Context: an optimization exercise on an open-source flow, tuned for small area. The choices shown serve that exercise and are no tape-out recipe.
In this exercise RTL edits were held to simulation tests only and were not proved equivalent to the original.
Power and IR drop assume default switching activity.

==> design/flow/design.v <==
package id_pkg;
    localparam int XLEN       = 32;
    localparam int REG_ADDR_W = 5;
    typedef logic [XLEN-1:0]       word_t;
    typedef logic [REG_ADDR_W-1:0] regaddr_t;
    typedef logic [6:0]            opcode_t;
    typedef logic [2:0]            funct3_t;
    typedef logic [6:0]            funct7_t;
    localparam opcode_t OP          = 7'b0110011;
    localparam opcode_t OP_IMM      = 7'b0010011;
    localparam opcode_t OP_LUI      = 7'b0110111;
    localparam opcode_t OP_AUIPC    = 7'b0010111;
    localparam opcode_t OP_JAL      = 7'b1101111;
    localparam opcode_t OP_JALR     = 7'b1100111;
    localparam opcode_t OP_BRANCH   = 7'b1100011;
    localparam opcode_t OP_LOAD     = 7'b0000011;
    localparam opcode_t OP_STORE    = 7'b0100011;
    localparam opcode_t OP_MISC_MEM = 7'b0001111;
    localparam funct3_t F3_SRL_SRA = 3'b101;
    localparam funct3_t F3_BEQ     = 3'b000;
    localparam funct3_t F3_BNE     = 3'b001;
    localparam funct3_t F3_BLT     = 3'b100;
    localparam funct3_t F3_BGE     = 3'b101;
    localparam funct3_t F3_BLTU    = 3'b110;
    localparam funct3_t F3_BGEU    = 3'b111;
    typedef logic [4:0] alu_mode_t;
    localparam alu_mode_t ALU_ADD   = 5'b00000;
    localparam alu_mode_t ALU_COPY1 = 5'b11111;
    localparam alu_mode_t ALU_X     = 5'b00000;
    typedef enum logic [1:0] {
        ALU_OP1_X, ALU_OP1_RS1, ALU_OP1_IMMU
    } alu_op1_sel_t;
    typedef enum logic [2:0] {
        ALU_OP2_X, ALU_OP2_RS2, ALU_OP2_IMMI, ALU_OP2_IMMS, ALU_OP2_PC
    } alu_op2_sel_t;
    typedef enum logic [1:0] {
        PC_NEXT, PC_JUMP_REL, PC_JUMP_ABS, PC_BRANCH
    } pc_mode_t;
    typedef enum logic [1:0] { MA_X, MA_LOAD, MA_STORE } ma_mode_t;
    typedef logic [2:0] ma_size_t;  
    localparam ma_size_t MA_SIZE_W = 3'b010;
    typedef enum logic [1:0] { WB_SRC_X, WB_SRC_ALU, WB_SRC_MEM, WB_SRC_PC4 } wb_src_t;
    typedef struct packed {
        logic         halt;
        pc_mode_t     pc_mode;
        alu_op1_sel_t alu_op1;
        alu_op2_sel_t alu_op2;
        alu_mode_t    alu_mode;
        ma_mode_t     ma_mode;
        ma_size_t     ma_size;
        wb_src_t      wb_src;
        logic         ra_used;
        logic         rb_used;
    } ctrl_word_t;
    typedef struct packed {
        word_t imm_i;
        word_t imm_s;
        word_t imm_b;
        word_t imm_u;
        word_t imm_j;
    } imm_set_t;
    localparam word_t     NOP_PC       = 32'h0000_0000;
    localparam word_t     NOP_IR       = 32'h0000_0013;
    localparam alu_mode_t NOP_ALU_MODE = ALU_ADD;
    localparam ma_mode_t  NOP_MA_MODE  = MA_X;
    localparam ma_size_t  NOP_MA_SIZE  = MA_SIZE_W;
    localparam wb_src_t   NOP_WB_SRC   = WB_SRC_X;
    localparam word_t PC_STEP = 32'd4;
endpackage
`timescale 1ns/1ps
module id_decoder (
    input  id_pkg::word_t    ir_i,
    output id_pkg::regaddr_t rs1_o,
    output id_pkg::regaddr_t rs2_o,
    output logic             ra_used_o,
    output logic             rb_used_o,
    output logic             is_jal_o,
    output logic             is_jalr_o,
    output logic             is_branch_o    
);
    logic [6:0] opcode;
    logic [2:0] f3;
    always_comb begin
        opcode = ir_i[6:0];
        f3     = ir_i[14:12];
        rs1_o  = ir_i[19:15];
        rs2_o  = ir_i[24:20];
        is_jal_o    = (opcode == id_pkg::OP_JAL);
        is_jalr_o   = (opcode == id_pkg::OP_JALR);
        is_branch_o = (opcode == id_pkg::OP_BRANCH) && (f3[2:1] != 2'b01);
        ra_used_o = (opcode == id_pkg::OP) || (opcode == id_pkg::OP_IMM) ||
                    is_jalr_o || is_branch_o ||
                    (opcode == id_pkg::OP_LOAD) || (opcode == id_pkg::OP_STORE);
        rb_used_o = (opcode == id_pkg::OP) || (opcode == id_pkg::OP_LUI) ||
                    is_branch_o ||
                    (opcode == id_pkg::OP_LOAD) || (opcode == id_pkg::OP_STORE);
    end
endmodule
`timescale 1ns/1ps
module id_regfile (
    input  logic                 clk_i,
    input  logic                 reset_i,
    input  logic [31:1]          sel1_i,
    output id_pkg::word_t        rd_data1_o,
    input  logic [31:1]          sel2_i,
    output id_pkg::word_t        rd_data2_o,
    output logic [31:1]          valid_o,
    input  id_pkg::regaddr_t     wr_addr_i,
    input  id_pkg::word_t        wr_data_i,
    input  logic                 wr_en_i
);
    logic [31:1][31:0] regs;
    logic [31:1]       we, keep;
    always_comb begin
        for (int k = 1; k < 32; k++) begin
            we[k]   = wr_en_i && (wr_addr_i == 5'(k));
            keep[k] = !we[k];
        end
    end
    id_rf_store u_store (
        .clk_i (clk_i), .reset_i (reset_i),
        .we_i (we), .keep_i (keep), .wd_i (wr_data_i),
        .regs_o (regs), .valid_o (valid_o)
    );
    logic [10:0][31:0] grp1_n, grp2_n;
    id_rf_read_groups u_groups (
        .sel1_i (sel1_i), .sel2_i (sel2_i), .regs_i (regs),
        .grp1_n_o (grp1_n), .grp2_n_o (grp2_n)
    );
    always_comb begin
        rd_data1_o = '0;
        rd_data2_o = '0;
        for (int g = 0; g < 11; g++) begin
            rd_data1_o = rd_data1_o | ~grp1_n[g];
            rd_data2_o = rd_data2_o | ~grp2_n[g];
        end
    end
endmodule
module id_rf_store (
    input  logic              clk_i,
    input  logic              reset_i,
    input  logic [31:1]       we_i,
    input  logic [31:1]       keep_i,
    input  id_pkg::word_t     wd_i,
    output logic [31:1][31:0] regs_o,
    output logic [31:1]       valid_o
);
    always_ff @(posedge clk_i) begin
        for (int k = 1; k < 32; k++)
            regs_o[k] <= ({32{we_i[k]}} & wd_i) | ({32{keep_i[k]}} & regs_o[k]);
    end
    always_ff @(posedge clk_i) begin
        for (int k = 1; k < 32; k++)
            valid_o[k] <= !reset_i && (we_i[k] || valid_o[k]);
    end
endmodule
module id_rf_read_groups (
    input  logic [31:1]       sel1_i,
    input  logic [31:1]       sel2_i,
    input  logic [31:1][31:0] regs_i,
    output logic [10:0][31:0] grp1_n_o,
    output logic [10:0][31:0] grp2_n_o
);
    always_comb begin
        for (int g = 0; g < 11; g++) begin
            grp1_n_o[g] = '1;
            grp2_n_o[g] = '1;
            for (int j = 0; j < 3; j++) begin
                if (3*g + j + 1 < 32) begin
                    grp1_n_o[g] = grp1_n_o[g] & ~({32{sel1_i[3*g+j+1]}} & regs_i[3*g+j+1]);
                    grp2_n_o[g] = grp2_n_o[g] & ~({32{sel2_i[3*g+j+1]}} & regs_i[3*g+j+1]);
                end
            end
        end
    end
endmodule
`timescale 1ns/1ps
module id_operand_fwd (
    input  id_pkg::regaddr_t rs1_i,
    input  id_pkg::regaddr_t rs2_i,
    input  logic             ra_used_i,
    input  logic             rb_used_i,
    input  logic [31:1]      valid_i,
    output logic [31:1]      sel1_o,
    output logic [31:1]      sel2_o,
    input  id_pkg::word_t    rf1_i,      
    input  id_pkg::word_t    rf2_i,
    input  id_pkg::regaddr_t ex_addr_i,
    input  id_pkg::word_t    ex_data_i,
    input  logic             ex_valid_i,
    input  logic             ex_ready_i,
    input  id_pkg::regaddr_t ma_addr_i,
    input  id_pkg::word_t    ma_data_i,
    input  logic             ma_valid_i,
    input  logic             ma_ready_i,
    input  id_pkg::regaddr_t wb_addr_i,
    input  id_pkg::word_t    wb_data_i,
    input  logic             wb_valid_i,
    output id_pkg::word_t    ra_o,
    output id_pkg::word_t    rb_o,
    output logic             hazard_o
);
    logic nz1, ex1, ma1, wb1, nz2, ex2, ma2, wb2;
    logic s_ex1, s_ma1, s_wb1, s_ex2, s_ma2, s_wb2, s_rf1, s_rf2;
    always_comb begin
        nz1 = (rs1_i != '0);
        ex1 = ex_valid_i && (ex_addr_i == rs1_i);
        ma1 = ma_valid_i && (ma_addr_i == rs1_i);
        wb1 = wb_valid_i && (wb_addr_i == rs1_i);
        nz2 = (rs2_i != '0);
        ex2 = ex_valid_i && (ex_addr_i == rs2_i);
        ma2 = ma_valid_i && (ma_addr_i == rs2_i);
        wb2 = wb_valid_i && (wb_addr_i == rs2_i);
        s_ex1 = nz1 && ex1;
        s_ma1 = nz1 && !ex1 && ma1;
        s_wb1 = nz1 && !ex1 && !ma1 && wb1;
        s_rf1 = !ex1 && !ma1 && !wb1;
        s_ex2 = nz2 && ex2;
        s_ma2 = nz2 && !ex2 && ma2;
        s_wb2 = nz2 && !ex2 && !ma2 && wb2;
        s_rf2 = !ex2 && !ma2 && !wb2;
        for (int k = 1; k < 32; k++) begin
            sel1_o[k] = valid_i[k] && (rs1_i == 5'(k));
            sel2_o[k] = valid_i[k] && (rs2_i == 5'(k));
        end
        ra_o = ({32{s_ex1}} & ex_data_i) | ({32{s_ma1}} & ma_data_i) |
               ({32{s_wb1}} & wb_data_i) | ({32{s_rf1}} & rf1_i);
        rb_o = ({32{s_ex2}} & ex_data_i) | ({32{s_ma2}} & ma_data_i) |
               ({32{s_wb2}} & wb_data_i) | ({32{s_rf2}} & rf2_i);
        hazard_o = (ra_used_i && nz1 &&
                    ((ex1 && !ex_ready_i) || (ma1 && !ma_ready_i))) ||
                   (rb_used_i && nz2 &&
                    ((ex2 && !ex_ready_i) || (ma2 && !ma_ready_i)));
    end
endmodule
`timescale 1ns/1ps
module id_branch_unit (
    input  id_pkg::word_t pc_i,
    input  id_pkg::word_t ir_i,
    input  logic          is_jal_i,
    input  logic          is_jalr_i,
    input  logic          is_branch_i,
    input  id_pkg::word_t ra_i,
    input  id_pkg::word_t rb_i,
    output id_pkg::word_t jmp_addr_o,
    output logic          jmp_valid_o
);
    id_pkg::word_t base, offs;
    logic          eq, lt, cond;
    logic          f3_0, f3_1, f3_2;
    function automatic logic [1:0] cmp_tree(input logic [31:0] a, input logic [31:0] b);
        logic [31:0] e, l;
        logic [15:0] e1, l1;
        logic [7:0]  e2, l2;
        logic [3:0]  e3, l3;
        logic [1:0]  e4, l4;
        e = ~(a ^ b);
        l = ~a & b;
        for (int i = 0; i < 16; i++) begin
            e1[i] = e[2*i+1] & e[2*i];
            l1[i] = l[2*i+1] | (e[2*i+1] & l[2*i]);
        end
        for (int i = 0; i < 8; i++) begin
            e2[i] = e1[2*i+1] & e1[2*i];
            l2[i] = l1[2*i+1] | (e1[2*i+1] & l1[2*i]);
        end
        for (int i = 0; i < 4; i++) begin
            e3[i] = e2[2*i+1] & e2[2*i];
            l3[i] = l2[2*i+1] | (e2[2*i+1] & l2[2*i]);
        end
        for (int i = 0; i < 2; i++) begin
            e4[i] = e3[2*i+1] & e3[2*i];
            l4[i] = l3[2*i+1] | (e3[2*i+1] & l3[2*i]);
        end
        cmp_tree = {e4[1] & e4[0], l4[1] | (e4[1] & l4[0])};
    endfunction
    always_comb begin
        f3_0 = ir_i[12];
        f3_1 = ir_i[13];
        f3_2 = ir_i[14];
        base = is_jalr_i ? ra_i : pc_i;
        if (is_jalr_i)
            offs = {{20{ir_i[31]}}, ir_i[31:20]};
        else if (is_jal_i)
            offs = {{11{ir_i[31]}}, ir_i[31], ir_i[19:12], ir_i[20], ir_i[30:21], 1'b0};
        else
            offs = {{19{ir_i[31]}}, ir_i[31], ir_i[7], ir_i[30:25], ir_i[11:8], 1'b0};
        jmp_addr_o = base + offs;
        {eq, lt} = cmp_tree({ra_i[31] ^ !f3_1, ra_i[30:0]}, {rb_i[31] ^ !f3_1, rb_i[30:0]});
        cond = (f3_2 ? lt : eq) ^ f3_0;
        jmp_valid_o = is_jal_i || is_jalr_i || (is_branch_i && cond);
    end
endmodule
`timescale 1ns/1ps
module id_output_reg (
    input  logic              clk_i,
    input  logic              reset_i,
    input  logic              hazard_i,
    input  id_pkg::word_t     pc_i,
    input  id_pkg::word_t     ir_i,
    input  id_pkg::word_t     ra_i,
    input  id_pkg::word_t     rb_i,
    output id_pkg::word_t     pc_o,
    output id_pkg::word_t     ir_o,
    output id_pkg::word_t     alu_op1_o,
    output id_pkg::word_t     alu_op2_o,
    output id_pkg::alu_mode_t alu_mode_o,
    output id_pkg::ma_mode_t  ma_mode_o,
    output id_pkg::ma_size_t  ma_size_o,
    output id_pkg::word_t     ma_data_o,
    output id_pkg::wb_src_t   wb_src_o,
    output id_pkg::word_t     wb_data_o,
    output logic              wb_valid_o,
    output logic              halt_o
);
    logic          vq;
    id_pkg::word_t pc_q, ir_q, a_q, b_q;
    always_ff @(posedge clk_i) begin
        if (reset_i || hazard_i) begin
            vq   <= 1'b0;
            pc_q <= id_pkg::NOP_PC;
            ir_q <= id_pkg::NOP_IR;
        end else begin
            vq   <= 1'b1;
            pc_q <= pc_i;
            ir_q <= ir_i;
        end
    end
    always_ff @(posedge clk_i) begin
        a_q <= ra_i;
        b_q <= rb_i;
    end
    logic [6:0] opc;
    logic [2:0] f3;
    logic [6:0] f7;
    logic is_op, is_opimm, is_lui, is_auipc, is_jal, is_jalr, is_br, is_load, is_store, is_misc;
    logic sra_imm;
    always_comb begin
        opc = ir_q[6:0];
        f3  = ir_q[14:12];
        f7  = ir_q[31:25];
        is_op    = (opc == id_pkg::OP);
        is_opimm = (opc == id_pkg::OP_IMM);
        is_lui   = (opc == id_pkg::OP_LUI);
        is_auipc = (opc == id_pkg::OP_AUIPC);
        is_jal   = (opc == id_pkg::OP_JAL);
        is_jalr  = (opc == id_pkg::OP_JALR);
        is_br    = (opc == id_pkg::OP_BRANCH);
        is_load  = (opc == id_pkg::OP_LOAD);
        is_store = (opc == id_pkg::OP_STORE);
        is_misc  = (opc == id_pkg::OP_MISC_MEM);
        sra_imm  = (f3 == id_pkg::F3_SRL_SRA) && f7[5];
        pc_o = pc_q;
        ir_o = ir_q;
        alu_op1_o = ({32{vq && (is_op || is_opimm || is_load || is_store)}} & a_q) |
                    ({32{is_lui || is_auipc}} & {ir_q[31:12], 12'b0});
        alu_op2_o = ({32{vq && (is_op || is_lui)}} & b_q) |
                    ({32{is_opimm || is_load}} & {{20{ir_q[31]}}, ir_q[31:20]}) |
                    ({32{is_store}} & {{20{ir_q[31]}}, ir_q[31:25], ir_q[11:7]}) |
                    ({32{is_auipc}} & pc_q);
        if (is_op || (is_opimm && sra_imm))
            alu_mode_o = {f7[0], f7[5], f3};
        else if (is_opimm)
            alu_mode_o = {2'b00, f3};
        else if (is_lui)
            alu_mode_o = id_pkg::ALU_COPY1;
        else
            alu_mode_o = id_pkg::ALU_ADD;
        ma_mode_o = is_load ? id_pkg::MA_LOAD : is_store ? id_pkg::MA_STORE : id_pkg::MA_X;
        ma_size_o = is_store ? f3 : id_pkg::MA_SIZE_W;
        ma_data_o = {32{vq}} & b_q;
        if (!vq)
            wb_src_o = id_pkg::WB_SRC_X;
        else if (is_op || is_opimm || is_lui || is_auipc)
            wb_src_o = id_pkg::WB_SRC_ALU;
        else if (is_load)
            wb_src_o = id_pkg::WB_SRC_MEM;
        else if (is_jal || is_jalr)
            wb_src_o = id_pkg::WB_SRC_PC4;
        else
            wb_src_o = id_pkg::WB_SRC_X;
        wb_data_o  = {pc_q[31:2] + 30'(vq), pc_q[1:0]};
        wb_valid_o = (wb_src_o != id_pkg::WB_SRC_X) && (ir_q[11:7] != '0);
        halt_o     = !(is_op || is_opimm || is_lui || is_auipc || is_jal || is_jalr ||
                       (is_br && f3[2:1] != 2'b01) || is_load || is_store || is_misc);
    end
endmodule
`timescale 1ns/1ps
module id_stage #(
    parameter int REG_COUNT = 32
) (
    input  logic              clk_i,
    input  logic              reset_i,
    input  id_pkg::word_t     pc_i,
    input  id_pkg::word_t     ir_i,
    input  id_pkg::regaddr_t  ex_wb_addr_i,
    input  id_pkg::word_t     ex_wb_data_i,
    input  logic              ex_wb_valid_i,
    input  logic              ex_wb_ready_i,
    input  id_pkg::regaddr_t  ma_wb_addr_i,
    input  id_pkg::word_t     ma_wb_data_i,
    input  logic              ma_wb_valid_i,
    input  logic              ma_wb_ready_i,
    input  id_pkg::regaddr_t  wb_addr_i,
    input  id_pkg::word_t     wb_data_i,
    input  logic              wb_valid_i,
    output logic              ready_async_o,
    output id_pkg::word_t     jmp_addr_async_o,
    output logic              jmp_valid_async_o,
    output id_pkg::word_t     pc_o,
    output id_pkg::word_t     ir_o,
    output id_pkg::word_t     alu_op1_o,
    output id_pkg::word_t     alu_op2_o,
    output id_pkg::alu_mode_t alu_mode_o,
    output id_pkg::ma_mode_t  ma_mode_o,
    output id_pkg::ma_size_t  ma_size_o,
    output id_pkg::word_t     ma_data_o,
    output id_pkg::wb_src_t   wb_src_o,
    output id_pkg::word_t     wb_data_o,
    output logic              wb_valid_o,
    output logic              halt_o
);
    id_pkg::regaddr_t rs1, rs2;
    logic             ra_used, rb_used, is_jal, is_jalr, is_branch;
    logic [31:1]      sel1, sel2, valid;
    id_pkg::word_t    rf1, rf2, ra, rb;
    id_pkg::word_t    jmp_addr;
    logic             jmp_valid;
    logic             hazard;
    id_decoder u_decoder (
        .ir_i (ir_i), .rs1_o (rs1), .rs2_o (rs2),
        .ra_used_o (ra_used), .rb_used_o (rb_used),
        .is_jal_o (is_jal), .is_jalr_o (is_jalr), .is_branch_o (is_branch)
    );
    id_regfile u_regfile (
        .clk_i (clk_i), .reset_i (reset_i),
        .sel1_i (sel1), .rd_data1_o (rf1),
        .sel2_i (sel2), .rd_data2_o (rf2),
        .valid_o (valid),
        .wr_addr_i (wb_addr_i), .wr_data_i (wb_data_i), .wr_en_i (wb_valid_i)
    );
    id_operand_fwd u_fwd (
        .rs1_i (rs1), .rs2_i (rs2), .ra_used_i (ra_used), .rb_used_i (rb_used),
        .valid_i (valid), .sel1_o (sel1), .sel2_o (sel2),
        .rf1_i (rf1), .rf2_i (rf2),
        .ex_addr_i (ex_wb_addr_i), .ex_data_i (ex_wb_data_i),
        .ex_valid_i (ex_wb_valid_i), .ex_ready_i (ex_wb_ready_i),
        .ma_addr_i (ma_wb_addr_i), .ma_data_i (ma_wb_data_i),
        .ma_valid_i (ma_wb_valid_i), .ma_ready_i (ma_wb_ready_i),
        .wb_addr_i (wb_addr_i), .wb_data_i (wb_data_i), .wb_valid_i (wb_valid_i),
        .ra_o (ra), .rb_o (rb), .hazard_o (hazard)
    );
    id_branch_unit u_branch (
        .pc_i (pc_i), .ir_i (ir_i),
        .is_jal_i (is_jal), .is_jalr_i (is_jalr), .is_branch_i (is_branch),
        .ra_i (ra), .rb_i (rb), .jmp_addr_o (jmp_addr), .jmp_valid_o (jmp_valid)
    );
    id_output_reg u_out (
        .clk_i (clk_i), .reset_i (reset_i), .hazard_i (hazard),
        .pc_i (pc_i), .ir_i (ir_i), .ra_i (ra), .rb_i (rb),
        .pc_o (pc_o), .ir_o (ir_o), .alu_op1_o (alu_op1_o), .alu_op2_o (alu_op2_o),
        .alu_mode_o (alu_mode_o), .ma_mode_o (ma_mode_o), .ma_size_o (ma_size_o),
        .ma_data_o (ma_data_o), .wb_src_o (wb_src_o), .wb_data_o (wb_data_o),
        .wb_valid_o (wb_valid_o), .halt_o (halt_o)
    );
    assign ready_async_o     = reset_i || !hazard;
    assign jmp_valid_async_o = !reset_i && jmp_valid;
    assign jmp_addr_async_o  = jmp_addr;
endmodule
==> design/flow/run.sh <==
#!/bin/bash
# synth_recipe.tcl (not shown) runs the flow's synth.tcl, then flattens the netlist and writes it again
# the make line also repeats each setting of config.mk as NAME=value (left out here)
make -C /OpenROAD-flow-scripts/flow DESIGN_CONFIG=/design/flow/config.mk WORK_HOME=/design/flow/orfs CLKGATE_MAP_FILE= SYNTH_SCRIPT=/design/flow/synth_recipe.tcl finish
==> design/flow/config.mk <==
export PLATFORM = sky130hd
export DESIGN_NAME = id_stage
export DESIGN_NICKNAME = id_stage
export VERILOG_FILES = /design/flow/design.v
export SDC_FILE = /design/flow/constraint.sdc
export NUM_CORES = 4
export LEC_CHECK = 0
export CAP_MARGIN = 10
export CORE_MARGIN = 2
export CORE_UTILIZATION = 50
export CTS_BUF_LIST = sky130_fd_sc_hd__clkbuf_8
export PLACE_DENSITY = 0.65
export SETUP_SLACK_MARGIN = 0.15
export SLEW_MARGIN = 10
export SYNTH_HIERARCHICAL = 1
export SYNTH_MINIMUM_KEEP_SIZE = 3000
==> design/flow/constraint.sdc <==
create_clock -name core_clock -period 12.0 [get_ports {clk_i}]
set_input_delay 2.4000 -clock core_clock [delete_from_list [all_inputs] [get_ports {clk_i}]]
set_output_delay 2.4000 -clock core_clock [all_outputs]
set_load 0.01 [all_outputs]
==> summary.md, run 1 <==
| Metric | Value |
|---|---|
| Crit path max fanout | `16` |
| Busiest grt layer | `met2` |
| Detailed-route wire length | `~250000 µm` |
| Largest net degree at the start of global routing | `between 40 and 50` |
| Final Cycle Share | `0.984` |
| Clk slew on worst S/H paths | `approximately 0.06 ns` |
| Post-Synth Adder-Cell Area | `0.0159` |
| Grt met3 use | `0.163` |
| Register area share after synthesis | `0.441` |
| Starting Density | `0.504` |
| Initial antenna violation count | `28` |
| Share of layout cells above drive strength 1 | `0.135` |
| Share of the synthesized area in the top cell type | `0.441` |
| Filler cells | `9004` |
| Commonest cells after routing, fill and taps aside | `dfxtp_1 (1152), a22o_1 (939), a222oi_1 (646)` |
| Root buffer cell | `clkbuf_8` |
| Worst Skew | `about 0.054 ns` |
| Placed Area | `55800 µm²` |
| # hold bufs at CTS | `0` |
| Drt drc | `0` |
| Yosys warns | `13` |
| Mapped Cells | `~5000` |
| Internal power | `a little over 0.007 W` |
| Gate power share | `0.123` |
| Max-Cap Viols | `0` |
| Rows | `between 100 and 150` |
| Routability Congestion | `1.02` |
| Pwr/cell area | `approximately 170 nW/µm²` |
| Compound-Gate Fraction of Synth Area | `0.349` |
| CTS tree | `yes` |
| Overall power | `0.0100 W` |
| Cell Area, Synth | `52300 µm²` |
| Die width | `327 µm` |
| Met1 global-route usage | `0.585` |
| Post-route minimum period | `approximately 12 ns` |
| Clock latency on the worst-skew pair | `a little over 0.9 ns` |
| Yosys reg bits | `1152` |
| Async S/R FF share, synth | `0` |
| Post-DP HPWL | `between 150000 and 200000 µm` |
| Final ANT Viol Nets | `0` |
| Cell variety after synth | `69` |
| Final worst slack | `0.187 ns` |
| Vias in the first global route | `around 46000` |
| Synth Area in XOR/XNOR | `0.0151` |
| Routing usage on met2 | `0.636` |
| Hold Crit Class | `flip-flop to flip-flop` |
| Commonest non-fill, non-tap cell in the layout | `dfxtp_1` |
| RSZ-0062 raised after global routing | `no` |
| Clk pwr share | `0.365` |
| Final setup vio count | `0` |
| Post-synth top area cell | `dfxtp_1` |
| Post-synth EDFFs | `0` |
| Reg power frac | `0.512` |
| Top cells by area, synth | `dfxtp_1 (44%), a22o_1 (16%), a222oi_1 (12%)` |
| Main combinational cell family by area after synthesis | `compound AO/OA/AOI/OAI gates` |
| Critical Path RT | `between 9 and 10 ns` |
| Leak | `roughly 25 nW` |
| Mux cell area share after synthesis | `0.00168` |
| Global-route wire length before repair | `~350000 µm` |
| Kind of critical path | `primary input to output port` |
| CTS Buffer Depth | `3` |
| Core Region | `104000 µm²` |
| Worst slack, placed | `between 0.08 and 0.09 ns` |
| Footprint of the multi-input gates | `approximately 25000 µm²` |
| Slew Limit Fails | `0` |
| CTS buffer count | `~190` |
| Post-synthesis net count | `slightly above 5000` |
| Synth Flop Type | `dfxtp_1` |
| Post-route cell area | `approximately 60000 µm²` |
| Status | `no timing/DRC/antenna violations` |
| Fmax | `roughly 85 MHz` |
| Post-synthesis simple-gate area fraction | `0.0868` |
| Total negative setup slack | `0 ns` |
| GRT Residual Overflow | `0` |
| Least-Margin Pin Slew | `approximately 1.4 ns` |
| CP Launch Type | `primary input` |
| Io pins | `around 420` |
| WL per Instance | `roughly 38 µm` |
| Die H | `about 330 µm` |
| Vias | `51300` |
| IO Port Bufs | `421` |
| Gr usage total | `0.444` |
| Die Footprint | `~110000 µm²` |
| Storage element area | `around 23000 µm²` |
| Switching Power | `~0.0029 W` |
| Sink Count | `1152` |
| Area Growth Syn to Fin | `14.5%` |
| First DRT Iteration DRCs | `14200` |
| CP arrival | `around 9.4 ns` |
| CTS H-Tree Depth | `4` |
| CP Capture Type | `output port` |
| DR pass1 iterations | `15` |
| VDD IR max | `about 0.13 mV` |
| Final Hold Viols | `0` |
| Vias per inst | `around 7.7` |
| Layout Nets | `5400` |
| Post-CTS setup buffers | `0` |
| Slew headroom | `0.0491` |
| Sw frac | `0.285` |
| Syn_area_per_cell | `10.7 µm²` |
power groups by stage:
| stage | combinational (W) | sequential, W | clock [W] |
|---|---|---|---|
| 2_1_floorplan | 0.000808 | 0.00496 | 0 |
| 3_3_place_gp | 0.00117 | 0.00515 | 0 |
| 3_5_place_dp | 0.00120 | 0.00513 | 0 |
| 4_1_cts | 0.00120 | 0.00507 | 0.00365 |
| 5_1_grt | 0.00130 | 0.00517 | 0.00382 |
| 6_report | 0.00123 | 0.00513 | 0.00365 |
Yosys stat by module, one instance, submodules excluded:
module | copies in the design | cells inside | flops+latches
id_rf_read_groups | 1 | 890 | 0
id_rf_store | 1 | 2362 | 1023
id_stage | 1 | 1621 | 129
worst paths after layout:
check | slack (ns) | start | cells past startpoint | to
worst max-delay path | 0.19 | ir_i[17] | 22 | jmp_addr_async_o[28]
worst min-delay path | 0.48 | u_regfile.u_store.valid_o[2] | 1 | u_regfile.u_store.valid_o[2]
worst max register to register | 8.14 | u_regfile.u_store.valid_o[7] | 8 | u_out.a_q[28]
worst min register to register | 0.48 | u_regfile.u_store.valid_o[2] | 1 | u_regfile.u_store.valid_o[2]
sequential cells by signal (all words and copies together) (netlist names):
register                   cells
u_out.b_q                     32
u_regfile.u_store.regs_o     992
u_regfile.u_store.valid_o     31
u_out.ir_q                    32
u_out.pc_q                    32
u_out.a_q                     32
u_out.vq                       1
critical path, cell delays in order:
cell,delay [ns]
clkdlybuf4s50_1,0.71
buf_4,0.26
nor2_4,0.10
and3_1,0.55
buf_4,0.37
a222oi_1,0.57
nand4_1,0.31
nor3_1,0.44
buf_4,0.22
o21ai_0,0.09
a221oi_2,0.33
a21oi_1,0.13
ha_1,0.38
o21ai_0,0.12
a21boi_0,0.39
a31oi_2,0.23
o21ai_1,0.38
a21oi_1,0.19
o21ai_0,0.38
mux2i_1,0.22
nand2_1,0.09
clkdlybuf4s50_1,0.52
synthesized netlist by cell type (all sizes together), types with 4 or more instances:
| master | count |
|---|---|
| dfxtp | 1152 |
| a22o | 1017 |
| a222oi | 646 |
| buf | 499 |
| nand2 | 215 |
| nand4 | 146 |
| nand3 | 124 |
| and2 | 103 |
| and3 | 88 |
| inv | 85 |
| clkbuf | 84 |
| nor2 | 81 |
| a21oi | 77 |
| ha | 65 |
| o21ai | 58 |
| nor3 | 50 |
| xnor2 | 49 |
| xor2 | 40 |
| o31ai | 33 |
| a221oi | 32 |
| a22oi | 32 |
| o21ba | 32 |
| a21o | 28 |
| a221o | 28 |
| nor2b | 15 |
| a31o | 9 |
| nand2b | 9 |
| nor3b | 9 |
| nor4 | 9 |
| a211oi | 7 |
| a21boi | 5 |
| a31oi | 5 |
| or3 | 5 |
| mux2 | 4 |
| or2 | 4 |
cells by family (layout without fill, tap and decap cells):
family          count (synthesis)  after routing
other cells                     0             21
xor+xnor                       89             89
compound gates               2026           2026
mux                             7              7
fa+ha+maj                      66             66
simple gates                  865            865
buf+inv                       668           1093
flops                        1152           1152
repair_timing:
item | in CTS | in global routing
gates resized for setup | 5 | 10
endpoints found under the setup margin | 4 | 11
pin swaps | 0 | 1
per-stage QoR:
step                      std cells  hold WS (ns)  utilization
after floorplan                4873         0.449            -
after global placement         6343         0.455        0.538
after detailed placement       6343         0.464        0.538
after CTS                      6678         0.479        0.576
after global routing           6694         0.496        0.577
final                          6699         0.480        0.577
area by class of cell:
cell class	instances	share of cell area
diodes	21	0.000878
clock buffers	229	0.0527
clock inverters	106	0.0133
inverters	85	0.00533
multi-input cells	3053	0.411
flip-flops and latches	1152	0.385
well taps	1380	0.0289
repair buffers	673	0.102
metal layers:
metal  share of wire  vias up
li1                -    20700
met1            0.37    25000
met2            0.41     4820
met3            0.16      777
met4           0.060       10
met5         0.00027        -
==> run 2, diff against run 1 <==
--- a/design/flow/design.v
+++ b/design/flow/design.v
@@ -181,4 +181,5 @@
     input  logic             ra_used_i,
     input  logic             rb_used_i,
+    input  logic             reset_i,
     input  logic [31:1]      valid_i,
     output logic [31:1]      sel1_o,
@@ -203,4 +204,5 @@
     logic nz1, ex1, ma1, wb1, nz2, ex2, ma2, wb2;
     logic s_ex1, s_ma1, s_wb1, s_ex2, s_ma2, s_wb2, s_rf1, s_rf2;
+    logic go;
     always_comb begin
         nz1 = (rs1_i != '0);
@@ -212,12 +214,17 @@
         ma2 = ma_valid_i && (ma_addr_i == rs2_i);
         wb2 = wb_valid_i && (wb_addr_i == rs2_i);
+        hazard_o = (ra_used_i && nz1 &&
+                    ((ex1 && !ex_ready_i) || (ma1 && !ma_ready_i))) ||
+                   (rb_used_i && nz2 &&
+                    ((ex2 && !ex_ready_i) || (ma2 && !ma_ready_i)));
+        go = !reset_i && !hazard_o;
         s_ex1 = nz1 && ex1;
         s_ma1 = nz1 && !ex1 && ma1;
         s_wb1 = nz1 && !ex1 && !ma1 && wb1;
         s_rf1 = !ex1 && !ma1 && !wb1;
-        s_ex2 = nz2 && ex2;
-        s_ma2 = nz2 && !ex2 && ma2;
-        s_wb2 = nz2 && !ex2 && !ma2 && wb2;
-        s_rf2 = !ex2 && !ma2 && !wb2;
+        s_ex2 = go && nz2 && ex2;
+        s_ma2 = go && nz2 && !ex2 && ma2;
+        s_wb2 = go && nz2 && !ex2 && !ma2 && wb2;
+        s_rf2 = go && !ex2 && !ma2 && !wb2;
         for (int k = 1; k < 32; k++) begin
             sel1_o[k] = valid_i[k] && (rs1_i == 5'(k));
@@ -228,8 +235,4 @@
         rb_o = ({32{s_ex2}} & ex_data_i) | ({32{s_ma2}} & ma_data_i) |
                ({32{s_wb2}} & wb_data_i) | ({32{s_rf2}} & rf2_i);
-        hazard_o = (ra_used_i && nz1 &&
-                    ((ex1 && !ex_ready_i) || (ma1 && !ma_ready_i))) ||
-                   (rb_used_i && nz2 &&
-                    ((ex2 && !ex_ready_i) || (ma2 && !ma_ready_i)));
     end
 endmodule
@@ -355,5 +358,5 @@
         alu_op1_o = ({32{vq && (is_op || is_opimm || is_load || is_store)}} & a_q) |
                     ({32{is_lui || is_auipc}} & {ir_q[31:12], 12'b0});
-        alu_op2_o = ({32{vq && (is_op || is_lui)}} & b_q) |
+        alu_op2_o = ({32{is_op || is_lui}} & b_q) |
                     ({32{is_opimm || is_load}} & {{20{ir_q[31]}}, ir_q[31:20]}) |
                     ({32{is_store}} & {{20{ir_q[31]}}, ir_q[31:25], ir_q[11:7]}) |
@@ -369,5 +372,5 @@
         ma_mode_o = is_load ? id_pkg::MA_LOAD : is_store ? id_pkg::MA_STORE : id_pkg::MA_X;
         ma_size_o = is_store ? f3 : id_pkg::MA_SIZE_W;
-        ma_data_o = {32{vq}} & b_q;
+        ma_data_o = b_q;  
         if (!vq)
             wb_src_o = id_pkg::WB_SRC_X;
@@ -442,4 +445,5 @@
     id_operand_fwd u_fwd (
         .rs1_i (rs1), .rs2_i (rs2), .ra_used_i (ra_used), .rb_used_i (rb_used),
+        .reset_i (reset_i),
         .valid_i (valid), .sel1_o (sel1), .sel2_o (sel2),
         .rf1_i (rf1), .rf2_i (rf2),
==> design/flow/flow/run.sh (new file) <==
#!/bin/bash
# The standard synthesis unchanged, then the standard flow's own ORFS layout steps with
# two changes: plain buf_1 cells as the port buffers, and a clock tree of
# clkbuf_8 cells without dummy loads. Each step's full log is kept by ORFS
# under orfs/logs/; this script's own output goes to synth.log and layout.log.
set -euo pipefail

bash standard.sh synth > synth.log 2>&1

bash standard.sh \
    "BUFFER_PORTS_ARGS=-buffer_cell sky130_fd_sc_hd__buf_1" \
    "CTS_ARGS=-sink_clustering_enable -repair_clock_nets -dont_use_dummy_load -buf_list sky130_fd_sc_hd__clkbuf_8 -sink_clustering_size 12 -sink_clustering_max_diameter 50" \
    finish > layout.log 2>&1
==> design/flow/standard.sh (new file) <==
#!/bin/bash
# synth_recipe.tcl (not shown) runs the flow's synth.tcl, then flattens the netlist and writes it again
# the make line also repeats each setting of config.mk as NAME=value (left out here)
make -C /OpenROAD-flow-scripts/flow DESIGN_CONFIG=/design/flow/config.mk WORK_HOME=/design/flow/orfs CLKGATE_MAP_FILE= SYNTH_SCRIPT=/design/flow/synth_recipe.tcl "${@:-finish}"
--- a/design/flow/config.mk
+++ b/design/flow/config.mk
@@ -9,5 +9,4 @@
 export CORE_MARGIN = 2
 export CORE_UTILIZATION = 50
-export CTS_BUF_LIST = sky130_fd_sc_hd__clkbuf_8
 export PLACE_DENSITY = 0.65
 export SETUP_SLACK_MARGIN = 0.15
removed: design/flow/run.sh
==> run 2 against run 1 <==
  * Register-to-register slack lost 0.25 ns
  * Sequential power shrank 1%
  * Total power shrank 15%
  * Largest power group unchanged
==> summary.md, run 2 <==
| Metric | Value |
|---|---|
| Post-synth top area cell | `dfxtp_1` |
| Starting Density | `0.502 (-0.00225)` |
| Final ANT Viol Nets | `0 (unchanged)` |
| CTS H-Tree Depth | `4 (unchanged)` |
| Worst slack, placed | `0.511 ns (+0.424 ns)` |
| Worst reg2reg setup slack | `7.89 ns (-0.25 ns)` |
| CTS Buffer Depth | `3 (unchanged)` |
| Initial antenna violation count | `12 (-57%)` |
| Critical-path cell list | `clkdlybuf4s15_1, nor3b_1, and3_1, buf_4, a222oi_1, nand4_1, nor2_1, nand4_1, a22o_1, a221oi_1, ha_1, a21o_1, a21o_1, a2111oi_0, a31o_2, o21ai_0, a211o_1, nand3_1, buf_1` |
| Reg2reg start | `u_regfile.u_store.valid_o[13]` |
| Fmax | `86.1 MHz (+1.7%)` |
| CP Launch Type | `primary input` |
| Vias | `49500 (-3.5%)` |
| Least-Margin Pin Slew | `1.36 ns (-0.0632 ns)` |
| Most flops, register | `u_regfile.u_store.regs_o` |
| Critical Path RT | `9.60 ns (about the same)` |
| Fin cells | `6334 (-5.4%)` |
| Cell Area, Synth | `51800 µm² (-0.87%)` |
| Leak | `22.2 nW (-11%)` |
| CP arrival | `9.21 ns (-0.20 ns)` |
| Synth Flop Type | `dfxtp_1` |
| Gr usage total | `0.419 (-0.0253)` |
| Area Growth Syn to Fin | `4.66%` |
| Post-synth EDFFs | `0 (unchanged)` |
| Post-synthesis net count | `5016 (-2.1%)` |
| Clock latency on the worst-skew pair | `0.84 ns (-0.08 ns)` |
| Status | `no timing/DRC/antenna violations` |
| Cell variety after synth | `64 (-7.2%)` |
| WL per Instance | `37.2 µm (-0.89%)` |
| Rows | `118 (unchanged)` |
| Final Hold Viols | `0 (unchanged)` |
| Clk slew on worst S/H paths | `0.07 ns (about the same)` |
| Die H | `326 µm (-0.43%)` |
| CTS buffer count | `131 (-30%)` |
| Io pins | `422 (unchanged)` |
| Drt drc | `0 (unchanged)` |
| Crit path from | `ir_i[16]` |
| CP max stage delay | `0.71 ns (about the same)` |
| Largest register FFs | `992 (unchanged)` |
| RSZ-0062 raised after global routing | `no` |
| Largest net degree at the start of global routing | `59 (+23%)` |
| Crit-path slowest cell | `a221oi_1` |
| Kind of critical path | `primary input to output port` |
| Post_cts resized | `0 (-5)` |
| Final worst slack | `0.389 ns (+0.201 ns)` |
| First DRT Iteration DRCs | `13600 (-4.3%)` |
| IO Port Bufs | `421 (unchanged)` |
| Crit path max fanout | `21 (+5)` |
| Capturing point of the worst reg2reg path | `u_out.a_q[27]` |
| Core Region | `103000 µm² (-0.43%)` |
| Most common cell in the netlist | `dfxtp_1` |
| Vias per inst | `7.81 (+2.1%)` |
| Pwr/cell area | `157 nW/µm² (-6.3%)` |
| Sink Count | `1152 (unchanged)` |
| Register area share after synthesis | `0.445 (+0.00388)` |
| Slew headroom | `0.0890 (+0.0400)` |
| Max-Cap Viols | `0 (unchanged)` |
| Commonest non-fill, non-tap cell in the layout | `dfxtp_1` |
| Worst Setup EP | `jmp_valid_async_o` |
| Share of the synthesized area in the top cell type | `0.445 (+0.00388)` |
| Post-CTS setup buffers | `0 (unchanged)` |
| CTS tree | `yes` |
| Dpl cells | `6196 (-2.3%)` |
| Async S/R FF share, synth | `0 (unchanged)` |
| Post-route minimum period | `11.61 ns (-0.201 ns)` |
| Die Footprint | `106000 µm² (-0.86%)` |
| Vias in the first global route | `45000 (-2.2%)` |
| Slew Limit Fails | `0 (unchanged)` |
| Global-route wire length before repair | `329000 µm (-5.9%)` |
| DR pass1 iterations | `15 (unchanged)` |
| Yosys warns | `13 (unchanged)` |
| Worst Skew | `0.0662 ns (+0.0125 ns)` |
| Layout Nets | `5197 (-3.8%)` |
| Total negative setup slack | `0 ns (unchanged)` |
| Final setup vio count | `0 (unchanged)` |
| Detailed-route wire length | `236000 µm (-6.3%)` |
| Hold Crit Class | `flip-flop to flip-flop` |
| Mapped Cells | `4768 (-2.2%)` |
| Routability Congestion | `1.04 (+1.5%)` |
| Syn_area_per_cell | `10.9 µm² (+1.3%)` |
| Post-DP HPWL | `155000 µm (-8.7%)` |
| # hold bufs at CTS | `0 (unchanged)` |
| Final Cycle Share | `0.968 (-0.0168)` |
| Share of layout cells above drive strength 1 | `0.104 (-0.0303)` |
| Top cells by area, synth | `dfxtp_1 (45%), a22o_1 (16%), a222oi_1 (13%)` |
| R2R depth | `9 (+1)` |
| Die width | `326 µm (-0.43%)` |
| Root buffer cell | `clkbuf_8` |
| GRT Residual Overflow | `0 (unchanged)` |
| Yosys reg bits | `1152 (unchanged)` |
| CP Capture Type | `output port` |
| Post-synth top cells | `dfxtp_1 (1152), a22o_1 (967), a222oi_1 (651), buf_2 (250), nand2_1 (184)` |
| VDD IR max | `0.125 mV (-3.3%)` |
| Commonest cells after routing, fill and taps aside | `dfxtp_1 (1152), a22o_1 (967), a222oi_1 (651)` |
-- run 2: cell types whose count changed in the layout (fill, tap and decap cells not counted), moves of 32 or more --
| cell | before | now |
|---|---|---|
| a21oi_1 | 76 | 30 |
| a221oi_1 | 2 | 34 |
| and2_1 | 100 | 66 |
| buf_1 | 0 | 388 |
| buf_4 | 250 | 211 |
| clkbuf_2 | 0 | 32 |
| clkbuf_8 | 229 | 131 |
| clkdlybuf4s50_1 | 417 | 0 |
| inv_1 | 146 | 86 |
| nand2_1 | 214 | 182 |
| nand3_1 | 124 | 59 |
-- run 2: cell families (layout without fill, tap and decap cells) --
| group | after synthesis | after routing | synth area share |
|---|---|---|---|
| adder cells (fa/ha/maj) | 66 | 66 | 0.0161 |
| multiplexers | 5 | 5 | 0.00106 |
| AO/OA/AOI/OAI | 2010 | 2010 | 0.352 |
| other | 0 | 7 | 0 |
| XOR/XNOR | 87 | 87 | 0.0147 |
| buffers and inverters | 673 | 852 | 0.0916 |
| flip-flops | 1152 | 1152 | 0.445 |
| AND/OR/NAND/NOR | 775 | 775 | 0.0791 |
-- run 2: worst max-delay path: cells and delay by family --
family          cells  cell delay [ns]
compound gates      9             3.06
fa+ha+maj           1             0.40
buf+inv             3             1.17
simple gates        6             2.17
-- run 2: through the flow --
stage	hold WS, ns	util	cell area, µm²	total power (W)
2_1_floorplan	0.449	-	51800	0.00575
3_3_place_gp	0.460	0.507	52400	0.00613
3_5_place_dp	0.463	0.507	52400	0.00616
4_1_cts	0.479	0.525	54200	0.00842
5_1_grt	0.503	0.525	54200	0.00877
6_report	0.481	0.525	54200	0.00849
-- run 2: power breakdown --
group	internal, W	switching, W
combinational	0.000582	0.000502
clock	0.000970	0.00136
sequential	0.00450	0.000579
-- run 2: per-layer routing --
layer	global-route usage	share of wire	vias up
li1	-	-	20100
met5	0.00222	0.00056	-
met2	0.595	0.41	4617
met3	0.159	0.16	894
met1	0.529	0.36	23900
met4	0.275	0.077	16
-- run 2: area by class of cell --
class	instances	area (µm²)
Inverter	89	334
Multi-Input combinational cell	2943	24100
Tap cell	1380	1730
Antenna cell	7	17.5
Sequential cell	1152	23100
Clock buffer	131	1800
Fill cell	9350	49000
Timing Repair Buffer	632	3210
-- run 2: worst min path at each step --
stage	startpoint	end	slack, ns	cells after the start
6_report	u_regfile.u_store.valid_o[4]	u_regfile.u_store.valid_o[4]	0.48	1
5_1_grt	u_regfile.u_store.valid_o[31]	u_regfile.u_store.valid_o[31]	0.50	1
4_1_cts	u_regfile.u_store.valid_o[23]	u_regfile.u_store.valid_o[23]	0.48	1
3_5_place_dp	u_regfile.u_store.valid_o[23]	u_regfile.u_store.valid_o[23]	0.46	1
3_3_place_gp	u_regfile.u_store.valid_o[23]	u_regfile.u_store.valid_o[23]	0.46	1
2_1_floorplan	u_regfile.u_store.valid_o[10]	u_regfile.u_store.valid_o[10]	0.45	1
-- run 2: modules after synthesis (local to each module, per instance) --
module	cell area [µm²]	cells inside	times used
id_rf_store	32400	2362	1
id_stage	11500	1516	1
id_rf_read_groups	7890	890	1
==> run 3, diff against run 2 <==
--- a/design/flow/flow/run.sh
+++ b/design/flow/flow/run.sh
@@ -10,4 +10,4 @@
 bash standard.sh \
     "BUFFER_PORTS_ARGS=-buffer_cell sky130_fd_sc_hd__buf_1" \
-    "CTS_ARGS=-sink_clustering_enable -repair_clock_nets -dont_use_dummy_load -buf_list sky130_fd_sc_hd__clkbuf_8 -sink_clustering_size 12 -sink_clustering_max_diameter 50" \
+    "CTS_ARGS=-sink_clustering_enable -repair_clock_nets -dont_use_dummy_load -buf_list sky130_fd_sc_hd__clkbuf_8 -sink_clustering_size 14 -sink_clustering_max_diameter 55" \
     finish > layout.log 2>&1
--- a/design/flow/config.mk
+++ b/design/flow/config.mk
@@ -6,10 +6,10 @@
 export NUM_CORES = 4
 export LEC_CHECK = 0
-export CAP_MARGIN = 10
+export CAP_MARGIN = 5
 export CORE_MARGIN = 2
 export CORE_UTILIZATION = 50
 export PLACE_DENSITY = 0.65
 export SETUP_SLACK_MARGIN = 0.15
-export SLEW_MARGIN = 10
+export SLEW_MARGIN = 5
 export SYNTH_HIERARCHICAL = 1
 export SYNTH_MINIMUM_KEEP_SIZE = 3000
==> run 3 against run 2 <==
  * Fmax shrank 0.29%
  * Final cell count is 0.33% lower
  * Final area decreased by 0.60%
  * Count of clock-buffer cells in the layout decreased by 22
  * Now fails the layout checks on max-capacitance violations
  * Highest routed layer unchanged
  * Combinational power is essentially flat
  * Flip-flop and latch count did not move
  * Sequential share of layout area up 0.26 points
  * Setup slack got worse by 0.033 ns
  * Largest cell class unchanged
==> summary.md, run 3 <==
| Metric | Value |
|---|---|
| CP Launch Type | `primary input` |
| SO Faults | `max-capacitance violations` |
| Post-route cell area | `53900 µm² (-0.60%)` |
| CP arrival | `9.24 ns (+0.03 ns)` |
| RSZ-0062 raised after global routing | `no` |
| Crit path max fanout | `19 (-9.5%)` |
| Sink Count | `1152 (unchanged)` |
| Leak | `22.1 nW (-0.76%)` |
| Largest register FFs | `992 (unchanged)` |
| Post-route minimum period | `11.64 ns (+0.0334 ns)` |
| Overall power | `0.00828 W (-2.5%)` |
| Share of the synthesized area in the top cell type | `0.445 (unchanged)` |
| Die width | `326 µm (unchanged)` |
| Core Region | `103000 µm² (unchanged)` |
| Slew Limit Fails | `0 (unchanged)` |
| Mapped Cells | `4768 (unchanged)` |
| Worst slack, placed | `0.511 ns (unchanged)` |
| Top cells by area, synth | `dfxtp_1 (45%), a22o_1 (16%), a222oi_1 (13%)` |
| Slew headroom | `0.0147 (-0.0743)` |
| Drt drc | `0 (unchanged)` |
| Commonest non-fill, non-tap cell in the layout | `dfxtp_1` |
| Largest net degree at the start of global routing | `59 (unchanged)` |
| CTS buffer count | `109 (-17%)` |
| GRT Residual Overflow | `0 (unchanged)` |
| # hold bufs at CTS | `0 (unchanged)` |
| CTS H-Tree Depth | `3 (-1)` |
| CTS tree | `yes` |
| Placed Area | `52400 µm² (unchanged)` |
| Syn_area_per_cell | `10.9 µm² (unchanged)` |
| DR pass1 iterations | `14 (-1)` |
| Cell Area, Synth | `51800 µm² (unchanged)` |
| Gr usage total | `0.418 (-0.00113)` |
| CP Capture Type | `output port` |
| Vias per inst | `7.79 (-0.17%)` |
| Kind of critical path | `primary input to output port` |
| Storage element area | `23100 µm² (unchanged)` |
| Die H | `326 µm (unchanged)` |
| Die Footprint | `106000 µm² (unchanged)` |
| Global-route wire length before repair | `329000 µm (about the same)` |
| Critical-path cell list | `buf_1, nor2b_1, and3_1, buf_4, a222oi_1, nand4_1, nor2_1, nand4_1, a22o_1, a221oi_1, o21ai_0, ha_1, a21o_1, a21oi_1, o21ai_0, a311o_1, o22ai_1, o21ai_0, a221oi_1, xnor2_1, buf_1` |
| Reg2reg start | `u_regfile.u_store.valid_o[13]` |
| Starting Density | `0.502 (unchanged)` |
| Clock latency on the worst-skew pair | `0.82 ns (-0.02 ns)` |
| Final setup vio count | `0 (unchanged)` |
| Status | `finished with violations` |
| Filler cells | `9396 (+0.49%)` |
| Worst path top cell family by delay | `compound AO/OA/AOI/OAI gates` |
| Io pins | `422 (unchanged)` |
| Root buffer cell | `clkbuf_8` |
| Footprint of the multi-input gates | `24000 µm² (about the same)` |
| Worst Skew | `0.0846 ns (+0.0184 ns)` |
| Hold path start | `u_regfile.u_store.valid_o[11]` |
| Post-synth EDFFs | `0 (unchanged)` |
| Async S/R FF share, synth | `0 (unchanged)` |
| Post-synthesis net count | `5016 (unchanged)` |
| Vias | `49200 (-0.50%)` |
| Worst reg2reg setup slack | `7.94 ns (+0.05 ns)` |
| Capturing point of the worst reg2reg path | `u_out.a_q[27]` |
| CTS Buffer Depth | `3 (unchanged)` |
| Initial antenna violation count | `14 (+2)` |
| Vias in the first global route | `44800 (-0.45%)` |
| IO Port Bufs | `421 (unchanged)` |
| Yosys reg bits | `1152 (unchanged)` |
| Post_cts resized | `0 (unchanged)` |
| Post-synth top cells | `dfxtp_1 (1152), a22o_1 (967), a222oi_1 (651), buf_2 (250), nand2_1 (184)` |
| Commonest cells after routing, fill and taps aside | `dfxtp_1 (1152), a22o_1 (967), a222oi_1 (651)` |
| Hold Path Sink | `u_regfile.u_store.valid_o[11]` |
| Cell variety after synth | `64 (unchanged)` |
| Hold Crit Class | `flip-flop to flip-flop` |
| Total negative setup slack | `0 ns (unchanged)` |
| Share of layout cells above drive strength 1 | `0.0995 (-0.00481)` |
| WL per Instance | `37.3 µm (+0.19%)` |
| Detailed-route wire length | `235000 µm (-0.14%)` |
| Fmax | `85.9 MHz (-0.29%)` |
| Layout Nets | `5175 (-0.42%)` |
| Most common cell in the netlist | `dfxtp_1` |
| Final Cycle Share | `0.970 (+0.00279)` |
| Most flops, register | `u_regfile.u_store.regs_o` |
| Routability Congestion | `1.04 (unchanged)` |
| Critical Path RT | `9.60 ns (about the same)` |
| Post-CTS setup buffers | `0 (unchanged)` |
| Rows | `118 (unchanged)` |
| Clk slew on worst S/H paths | `0.07 ns (about the same)` |
| Max-Cap Viols | `1 (+1)` |
| Pwr/cell area | `154 nW/µm² (-1.9%)` |
| R2R depth | `9 (unchanged)` |
| Register area share after synthesis | `0.445 (unchanged)` |
| Buf/Inv on CP | `3 (unchanged)` |
| Area Growth Syn to Fin | `4.03%` |
| CP max stage delay | `0.71 ns (about the same)` |
| VDD IR max | `0.0881 mV (-30%)` |
| Yosys warns | `13 (unchanged)` |
| First DRT Iteration DRCs | `13600 (-0.33%)` |
| Hold WS | `0.481 ns (+0.0000900 ns)` |
| Least-Margin Pin Slew | `1.47 ns (+0.103 ns)` |
| Final worst slack | `0.355 ns (-0.0334 ns)` |
| Synth Flop Type | `dfxtp_1` |
| Final Hold Viols | `0 (unchanged)` |
| Post-synth top area cell | `dfxtp_1` |
| Crit-path slowest cell | `a221oi_1` |
| Most common cell on crit path | `o21ai_0` |
| Post-DP HPWL | `155000 µm (unchanged)` |
| Hold path cells | `1 (unchanged)` |
| Final ANT Viol Nets | `0 (unchanged)` |
[run 3: cell types whose count changed in the layout (fill, tap and decap cells not counted), sizes merged]
cell           change
clkbuf            -22
buf                +1
diode              +1
clkdlybuf4s15      -1
[run 3: cell type report]
type                    instances  area share
flip-flops and latches       1152       0.428
multi-input cells            2943       0.446
well taps                    1380      0.0320
clock buffers                 109      0.0278
repair buffers                632      0.0595
diodes                          8    0.000371
inverters                      89     0.00620
[run 3: metal layers]
metal  wire [µm]  share of wire  vias to the layer above  global-route usage
li1            -              -                    20000                   -
met1       85500           0.36                    23700               0.533
met2       95600           0.41                     4599               0.597
met3       36500           0.15                      879               0.151
met4       17300          0.074                       20               0.260
met5         469         0.0020                        -              0.0226
[run 3: kinds of logic after synthesis]
family / share of synthesized area
and+or+nand+nor: 0.0791
adders and majority gates: 0.0161
xor gates and xnor gates: 0.0147
buffers and inverters: 0.0916
DFF: 0.445
muxes: 0.00106
AOI/OAI and AO/OA: 0.352
[run 3: stage by stage]
step | util | cells
4_1_cts | 0.522 | 6305
6_report | 0.522 | 6313
5_1_grt | 0.522 | 6307
2_1_floorplan | - | 4768
3_3_place_gp | 0.507 | 6196
3_5_place_dp | 0.507 | 6196
[run 3: worst max-delay path by stage]
stage | from | endpoint | slack [ns] | cells past startpoint
3_3_place_gp | ir_i[17] | jmp_addr_async_o[30] | 0.65 | 21
3_5_place_dp | ir_i[18] | jmp_addr_async_o[30] | 0.51 | 21
5_1_grt | ir_i[18] | jmp_addr_async_o[25] | 0.17 | 21
4_1_cts | ir_i[17] | jmp_addr_async_o[30] | 0.52 | 21
2_1_floorplan | ir_i[15] | jmp_addr_async_o[30] | 2.68 | 20
6_report | ir_i[18] | jmp_addr_async_o[25] | 0.36 | 21
[run 3: modules after synthesis, one instance, submodules excluded]
module	cells	copies in the design
id_stage	1516	1
id_rf_read_groups	890	1
id_rf_store	2362	1
[run 3: power breakdown]
group / switching (W) / internal (W) / total (W)
combinational: 0.000500 / 0.000581 / 0.00108
clock: 0.00132 / 0.000803 / 0.00212
sequential: 0.000580 / 0.00450 / 0.00508

## afterwards: timing with drivers on the ports
In the flow no input, the clock included, has a driving cell. The finished layouts below were timed again as built, in two steps.
Step 1 (the two cells are an assumption about what drives the block):
set clk [get_ports {clk_i}]
set_driving_cell -lib_cell sky130_fd_sc_hd__clkbuf_16 $clk
set_driving_cell -lib_cell sky130_fd_sc_hd__buf_2 [delete_from_list [all_inputs] $clk]
Step 2 adds t to the input delays and takes it off the output delays; t is the mean of the earliest and latest rising clock arrival at the registers after step 1. Input paths then give back, and output paths get back, about the clock's delay inside the block.
a / b / c = ideal ports / drivers / drivers and shift; a / b = the first two.
run | t, ns | setup WS [ns] | worst hold slack (ns) | clock arrival spread, ns
run 1 | 0.970 | 0.187 / 0.146 / 0.146 | 0.480 / 0.480 / 0.480 | 0.057 / 0.057
run 2 | 0.887 | 0.389 / 0.365 / 0.365 | 0.481 / 0.481 / 0.481 | 0.091 / 0.091
run 3 | 0.857 | 0.355 / 0.202 / 0.202 | 0.481 / 0.481 / 0.481 | 0.095 / 0.095
The setup slack of run 3, which loses most, moves by -0.153 ns with the drivers and by -0.153 ns with both steps.
